Source: an optimization exercise on an open RTL-to-GDS flow (aim: small area). Production flows keep margins and buffers that such runs may drop.
The RTL was checked by simulation tests, not by an equivalence proof against the original design.

// emtf_core_top
module emtf_core_top
(
	input  logic clk_160,
	input  logic ttc_hard_reset_rx,
	input  logic ttc_l1a_i,
	input  logic ttc_bc0_i,
	input  logic ttc_resync_i,
	input  logic ttc_ev_cnt_reset_i,
	input  logic ttc_or_cnt_reset_i,
	input  logic ttc_mpc_inject_i,
	input  logic ttc_hard_reset_i,
	input  logic mpc_inj_enable_i,
	input  logic local_inject_i,
	output logic ttc_l1a_o,
	output logic ttc_bc0_o,
	output logic ttc_resync_o,
	output logic ttc_ev_cnt_reset_o,
	output logic ttc_or_cnt_reset_o,
	output logic inject_start_o,
	input  emtf_pkg::hr_count_t mpc_link_hr_to_i,
	input  logic                mpc_links_hr_en_i,
	output logic                mpc_links_reset_o,
	input  logic                                         inj_enable_i,
	input  logic [emtf_pkg::INJECT_W-1:0]                inject_data_i,
	input  emtf_pkg::stub_word_t [emtf_pkg::N_STUBS-1:0] mpc_stub_i,
	output logic [emtf_pkg::N_STUBS*emtf_pkg::BW_QL-1:0] lct_ql_o,
	output logic [emtf_pkg::N_STUBS*emtf_pkg::BW_CP-1:0] lct_cp_o,
	output logic [emtf_pkg::N_STUBS*emtf_pkg::BW_WG-1:0] lct_wg_o,
	output logic [emtf_pkg::N_STUBS*emtf_pkg::BW_HS-1:0] lct_hs_o,
	output logic [emtf_pkg::N_STUBS-1:0]                 lct_vf_o,
	input  logic [emtf_pkg::N_TRACKS*emtf_pkg::BW_FPH-1:0]    bt_phi_i,
	input  logic [emtf_pkg::N_TRACKS*emtf_pkg::BW_TH-1:0]     bt_theta_i,
	input  logic [emtf_pkg::N_TRACKS*2*emtf_pkg::BW_FPH-1:0]  bt_delta_ph_i,
	input  logic [emtf_pkg::N_TRACKS*2*emtf_pkg::BW_TH-1:0]   bt_delta_th_i,
	input  logic [emtf_pkg::N_TRACKS*emtf_pkg::BW_RANK-1:0]   bt_rank_i,
	input  logic [emtf_pkg::N_TRACKS*emtf_pkg::BW_PT-1:0]     bt_pt_i,
	input  logic [emtf_pkg::N_TRACKS*emtf_pkg::BW_SEG-1:0]    bt_si_i,
	input  logic [emtf_pkg::N_TRACKS*emtf_pkg::BW_SIGN-1:0]   bt_sign_ph_i,
	input  logic [emtf_pkg::N_TRACKS*emtf_pkg::BW_SIGN-1:0]   bt_sign_th_i,
	input  logic [emtf_pkg::N_TRACKS*emtf_pkg::BW_CP-1:0]     bt_cpattern_i,
	output emtf_pkg::out_word_t word0_o,
	output emtf_pkg::out_word_t word1_o,
	output emtf_pkg::spy_word_t spy_word_o
);
	logic hard_reset_cmd;  
	ttc_cmd_stretch ttc_str
	(
		.clk_160 (clk_160), .ttc_hard_reset_rx (ttc_hard_reset_rx),
		.ttc_l1a_i (ttc_l1a_i), .ttc_bc0_i (ttc_bc0_i), .ttc_resync_i (ttc_resync_i),
		.ttc_ev_cnt_reset_i (ttc_ev_cnt_reset_i), .ttc_or_cnt_reset_i (ttc_or_cnt_reset_i),
  ...
Size: ~1600 cells after synthesis, ~710 flip-flops, roughly 0.021 mm² of cells after synthesis.
==> flow/config.mk <==
export PLATFORM = sky130hd
export DESIGN_NAME = emtf_core_top
export DESIGN_NICKNAME = emtf_core_top
export VERILOG_FILES = /design/flow/design.v
export SDC_FILE = /design/flow/constraint.sdc
export NUM_CORES = 4
export LEC_CHECK = 0
export CAP_MARGIN = 20
export CORE_AREA = 5 5 295 295
export CTS_BUF_LIST = sky130_fd_sc_hd__clkbuf_4 sky130_fd_sc_hd__clkbuf_8
export DIE_AREA = 0 0 300 300
export PLACE_DENSITY = 0.6
export SLEW_MARGIN = 20
==> flow/constraint.sdc <==
create_clock -name core_clock -period 6.25 [get_ports {clk_160}]
set_input_delay 1.2500 -clock core_clock [delete_from_list [all_inputs] [get_ports {clk_160}]]
set_output_delay 1.2500 -clock core_clock [all_outputs]
set_load 0.01 [all_outputs]
standard.sh (not shown) runs the stock make flow with config.mk's settings and CLKGATE_MAP_FILE= SYNTH_SCRIPT=/design/flow/synth_recipe.tcl, a recipe that flattens the netlist after the stock synthesis.
==> flow/flow/run.sh <==
#!/bin/bash
# The standard layout, with the ports buffered by the smallest buffer
# and non-critical cells downsized after global routing.
set -euo pipefail
export BUFFER_PORTS_ARGS="-buffer_cell sky130_fd_sc_hd__buf_1"
export RECOVER_POWER=100
bash standard.sh finish > standard.log 2>&1
The first run failed in I/O pin placement with PPL-0024.
Change:
- CORE_AREA: 5 5 295 295 -> 10 10 410 410
- DIE_AREA: 0 0 300 300 -> 0 0 420 420
- PLACE_DENSITY: 0.6 -> 0.4
Result:
- The changed run produced a layout that fails on capacitance limit, slew limit
- area after synthesis is unchanged
- synthesized cell count stays the same

==> re-timing with driven ports <==
Ports are ideal in the flow. The routed layout listed here was re-timed in OpenROAD. Step 1 sets driving cells, clkbuf_16 on the clock port and buf_2 on the other inputs (assumed; they add their load-dependent delay and slew). Step 2 times the ports against the registers' clock, not the clock port: input delays grow and output delays shrink by t, the midpoint of the rising clock arrivals with the driver on. Three values: ideal ports, drivers, drivers and shift; two values: the first two.
run: the second run
t, ns: 0.891
setup WS [ns]: 1.107 / 1.152 / 0.260
worst slew at a driven data input, ns: 0.41
For the second run, drivers alone change the setup slack by +0.045 ns; drivers and shift together by -0.847 ns.
